From an optimization exercise on the open Yosys and OpenROAD flow, aimed at small area, a short achievable clock period and few clock cycles; shortcuts taken in it are not production practice. In this exercise RTL edits were held to simulation tests only and were not proved equivalent to the original. Power and IR drop assume default switching activity.

// fp_mod_issuer
module fp_mod_issuer
(
    input  logic           clk,
    input  logic           rst_n,
    input  logic           req_valid,
    output logic           req_ready,
    input  logic [1:0]     req_op,
    input  logic [W-1:0]   req_x,
    input  logic [W-1:0]   req_y,
    output logic           rsp_valid,
    input  logic           rsp_ready,
    output logic [W-1:0]   rsp_data,
    output logic           mod_enable,
    output logic [2*W-1:0] mod_a,
    output logic           mod_a_sign,
    input  logic           mod_done,
    input  logic [W-1:0]   mod_result
);
    localparam int K  = 14;          
    localparam int D  = K / 2;       
    localparam int NS = 5;           
    localparam int AW = W + K + 2;   
    localparam int FW = 2*W - (NS-1)*K;  
    logic           s0v;             
    logic [1:0]     s0op;
    logic [W-1:0]   xr, yr;          
    logic [2:0]     cnt;             
    logic           nfirst;          
    logic           inj;             
    logic [D-1:0]   b_one, b_two, b_neg;  
    logic           fpend;           
    logic           f_as, f_sub;     
    logic [AW-1:0]  acc_s, acc_c;
    logic           cu, cv;          
    logic           pneg;            
    logic [(NS-1)*K-1:0] res;        
    logic           mv;              
    logic [2*W-1:0] moda_q;          
    logic           moda_ext;        
    logic           busy;            
    logic           av, bv;          
    logic [W-1:0]   araw;            
    logic s0_mul, s0_as, s0_sub, s0_red, step_go, step_last, f_fire, x_fire;
    logic moda_free, a_move, accept;
    assign s0_mul     = (s0op == OP_MUL);
    assign s0_as      = ~s0op[1];
    assign s0_sub     = (s0op == OP_SUB);
    assign s0_red     = (s0op == OP_RED);
  ...
Size in the first run: ~4100 cells after synthesis, ~400 I/O pins, about 0.048 sq mm of cells after synthesis.
clock: 6.0 ns
lec_check: 0
cap_margin: 20
core_margin: 2
core_utilization: 50
cts_cluster_diameter: 100
cts_cluster_size: 30
place_density: 0.65
setup_slack_margin: 2.5
slew_margin: 20
standard.sh (not shown) runs the stock make flow with config.mk's settings and CLKGATE_MAP_FILE= SYNTH_SCRIPT=/design/flow/synth_recipe.tcl, a recipe that flattens the netlist after the stock synthesis.
==> flow/flow/run.sh <==
#!/bin/bash
# Own layout flow: the standard synthesis, then removal of the inverters
# that synthesis leaves between full-adder cells (flow/invpush.py, which uses
# FA(~a,~b,~c) = ~FA(a,b,c) and xor2 <-> xnor2 swaps; registers untouched),
# then the standard layout from that netlist.
set -euo pipefail
R=orfs/results/${FLOW_PLATFORM}/fp_mod_issuer/base
bash standard.sh synth > synth.log 2>&1
cp "$R/1_2_yosys.v" "$R/1_2_yosys.std.v"
if python3 flow/invpush.py "$R/1_2_yosys.std.v" "$R/1_2_yosys.inv.v" > invpush.log 2>&1; then
    cp "$R/1_2_yosys.inv.v" "$R/1_2_yosys.v"
    rm -f "$R/1_synth.odb" "$R/1_synth.sdc"
fi
bash standard.sh finish > layout.log 2>&1
Other scripts of this flow, unchanged in this note and not shown: flow/flow/invpush.py
The baseline passed the timing, DRC and antenna checks.
Testbench counts at the start, summed over its fixed seeds: cycles 6,227.
Edit:
- CTS_CLUSTER_DIAMETER: 100 -> 80
- CTS_CLUSTER_SIZE: 30 -> 22
The changed run completed without violations.
Area after synthesis stays the same.
Worst hold slack is worse by 0.0061 ns.
Final area came out higher by 0.31%.
Non-clock buffer count decreases by 21.
Worst setup slack hardly moves.
Edit:
- CORE_UTILIZATION: 50 -> 60
- PLACE_DENSITY: 0.65 -> 0.72
=> Global-route usage increases by 7.1 points. Sequential power rose by about 0.8%. Hold slack improves by 0.010 ns. Routed wire length came out higher by 0.54%. Final cell count is lower by 3.7%. Total power is lower by 2.2%. Final area went down by 0.64%.


## blue
Another version of the RTL of fp_mod_issuer (not shown whole).
For scale: about 4,600 cells after synthesis, ~640 flip-flops, roughly 400 I/O pins, ~50,000 um2 of cells after synthesis.
Settings: LEC_CHECK=0, CAP_MARGIN=20, CORE_MARGIN=2, CORE_UTILIZATION=50, PLACE_DENSITY=0.65, SETUP_SLACK_MARGIN=1.5, SLEW_MARGIN=20; clock period 6.0 ns.
run.sh (not shown) runs the stock make flow with config.mk's settings and CLKGATE_MAP_FILE= SYNTH_SCRIPT=/design/flow/synth_recipe.tcl, a recipe that flattens the netlist after the stock synthesis.
Stock flow here: none of the scripts above is used.
The flow did not stop early for blue: all stages ran, and the layout cleared the timing, DRC and antenna checks.
Testbench counts of blue, summed over its fixed seeds: cycles 6,227.
For red, these inputs were changed with respect to blue:
- SETUP_SLACK_MARGIN now 2.5, was 1.5
--- outcome ---
red vs. blue: total via count in the routed design went up by 1,944. Going from blue to red, final area now sits higher; total clock buffers created by CTS now sits at about the same level; minimum clock period now sits lower. Diff blue -> red | count of buffers added by post-CTS timing repair for setup | increase of 193. Relative area of clock buffers and inverters in the final design: blue vs red, no meaningful difference. Looking at global-route usage, red sits 1.3 points higher than blue does.


Setup of job 101:
Another version of the RTL of fp_mod_issuer (not shown whole).
Size in the first run: about 4,100 cells after synthesis, about 0.046 mm^2 of cells after synthesis.
==> flow/config.mk <==
export PLATFORM = sky130hd
export DESIGN_NAME = fp_mod_issuer
export DESIGN_NICKNAME = fp_mod_issuer
export VERILOG_FILES = /design/flow/design.v
export SDC_FILE = /design/flow/constraint.sdc
export NUM_CORES = 4
export LEC_CHECK = 0
export CAP_MARGIN = 20
export CORE_MARGIN = 2
export CORE_UTILIZATION = 56
export CTS_CLUSTER_DIAMETER = 80
export CTS_CLUSTER_SIZE = 22
export PLACE_DENSITY = 0.7
export SETUP_SLACK_MARGIN = 2.5
export SLEW_MARGIN = 20
==> flow/constraint.sdc <==
create_clock -name core_clock -period 6.0 [get_ports {clk}]
set_input_delay 1.2000 -clock core_clock [delete_from_list [all_inputs] [get_ports {clk}]]
set_output_delay 1.2000 -clock core_clock [all_outputs]
set_load 0.01 [all_outputs]
standard.sh (not shown) runs the stock make flow with config.mk's settings and CLKGATE_MAP_FILE= SYNTH_SCRIPT=/design/flow/synth_recipe.tcl, a recipe that flattens the netlist after the stock synthesis.
Scripts as last shown in full above: flow/flow/run.sh
Other scripts of this flow, unchanged in this note and not shown: flow/flow/invpush.py
Job 101 was carried through to the last stage, and its layout satisfied the timing, DRC and antenna checks.
Testbench counts of job 101, summed over its fixed seeds: cycles 6,219.
Input-level comparison between job 102 and job 101:
# job 101
export LEC_CHECK = 0
export CAP_MARGIN = 20
export CORE_MARGIN = 2
export CORE_UTILIZATION = 56
export CTS_CLUSTER_DIAMETER = 80
export CTS_CLUSTER_SIZE = 22
export PLACE_DENSITY = 0.7
export SETUP_SLACK_MARGIN = 2.5
export SLEW_MARGIN = 20
create_clock -name core_clock -period 6.0 [get_ports {clk}]
# job 102
export LEC_CHECK = 0
export CAP_MARGIN = 20
export CORE_MARGIN = 2
export CORE_UTILIZATION = 56
export CTS_CLUSTER_DIAMETER = 80
export CTS_CLUSTER_SIZE = 22
export PLACE_DENSITY = 0.7
export SETUP_SLACK_MARGIN = 2.4
export SLEW_MARGIN = 20
create_clock -name core_clock -period 6.0 [get_ports {clk}]
Relative to job 101, combined area of the multi-input logic cells decreased by 0.93% in job 102.
Job 102 ended up with a lower number of post-CTS setup repair buffers than job 101 did.
Of the two values seen for kind of critical path, in -> out was produced by job 101 and reg -> reg by job 102.
The core of job 102 is less densely filled than that of job 101.


== juniper ==
fp_mod_issuer with an RTL version that a note above also has.
Size in the first run: ~4100 cells after synthesis, roughly 48000 um^2 of cells after synthesis.
clock: 6.0 ns
lec_check: 0
cap_margin: 20
core_margin: 2
core_utilization: 56
cts_cluster_diameter: 80
cts_cluster_size: 22
place_density: 0.7
setup_slack_margin: 2.5
slew_margin: 20
Scripts as last shown in full above: flow/flow/run.sh
Other scripts of this flow, unchanged in this note and not shown: flow/flow/invpush.py
juniper completed; timing, DRC and antenna clean
Testbench counts of juniper, summed over its fixed seeds: cycles 6,227.
Input changes introduced in pepper (baseline for comparison: juniper):
==> flow/config.mk <==
export PLATFORM = sky130hd
export DESIGN_NAME = fp_mod_issuer
export DESIGN_NICKNAME = fp_mod_issuer
export VERILOG_FILES = /design/flow/design.v
export SDC_FILE = /design/flow/constraint.sdc
export NUM_CORES = 4
export LEC_CHECK = 0
export CAP_MARGIN = 20
export CORE_MARGIN = 2
export CORE_UTILIZATION = 50
export PLACE_DENSITY = 0.65
export SETUP_SLACK_MARGIN = 2.5
export SLEW_MARGIN = 20
## What came out
[compare] base=juniper new=pepper: area of the die now larger; total number of cells along the worst setup path went down; total via count in the routed design rose by about 0.9%. pepper reports its capture point of the critical path as moda_q[104] while juniper reports moda_q[52]. Going from juniper to pepper, core box area grows by 13%. Global-route usage, juniper and pepper, lower one = pepper. Pin count of the biggest net entering global routing: pepper vs juniper down about 16%. | fraction of power spent switching nets | pepper vs juniper | 1.2 points lower |.

==> afterwards: timing with drivers on the ports <==
No port has a modelled driver above. Below, the same layouts with a new extraction and two added sets of constraints. Step 1 sets driving cells, clkbuf_16 on the clock port and buf_2 on the other inputs (assumed; they add their load-dependent delay and slew). Step 2 also shifts input and output timing later by t, the mid clock arrival at the registers, as if the neighbouring blocks saw the same clock. Slacks: ideal ports / drivers / drivers and shift; pairs: ideal ports / drivers.
run | t, ns | slack for setup (ns) | hold WS [ns] | slew at the worst register clock pin (ns)
the first run of note 1 | 0.723 | 2.428 / 2.428 / 1.845 | 0.415 / 0.415 / 0.415 | 0.12 / 0.12
the second run of note 1 | 0.746 | 2.429 / 2.429 / 1.851 | 0.409 / 0.409 / 0.409 | 0.10 / 0.10
the third run of note 1 | 0.710 | 2.463 / 2.463 / 1.874 | 0.419 / 0.419 / 0.419 | 0.10 / 0.10
blue | 0.730 | 1.704 / 1.704 / 1.650 | 0.430 / 0.430 / 0.430 | 0.06 / 0.06
red | 0.748 | 2.425 / 2.425 / 1.989 | 0.451 / 0.451 / 0.451 | 0.07 / 0.07
job 101 | 0.694 | 2.386 / 2.316 / 1.893 | 0.462 / 0.462 / 0.462 | 0.10 / 0.10
job 102 | 0.684 | 2.227 / 2.227 / 1.793 | 0.455 / 0.455 / 0.455 | 0.10 / 0.10
juniper | 0.705 | 2.407 / 2.407 / 1.884 | 0.407 / 0.407 / 0.407 | 0.10 / 0.10
pepper | 0.723 | 2.443 / 2.443 / 1.892 | 0.416 / 0.416 / 0.416 | 0.07 / 0.07
After both steps setup and hold are still met in every run listed. The setup slack of the third run of note 1, which loses most, moves by 0.000 ns with the drivers and by -0.589 ns with both steps.
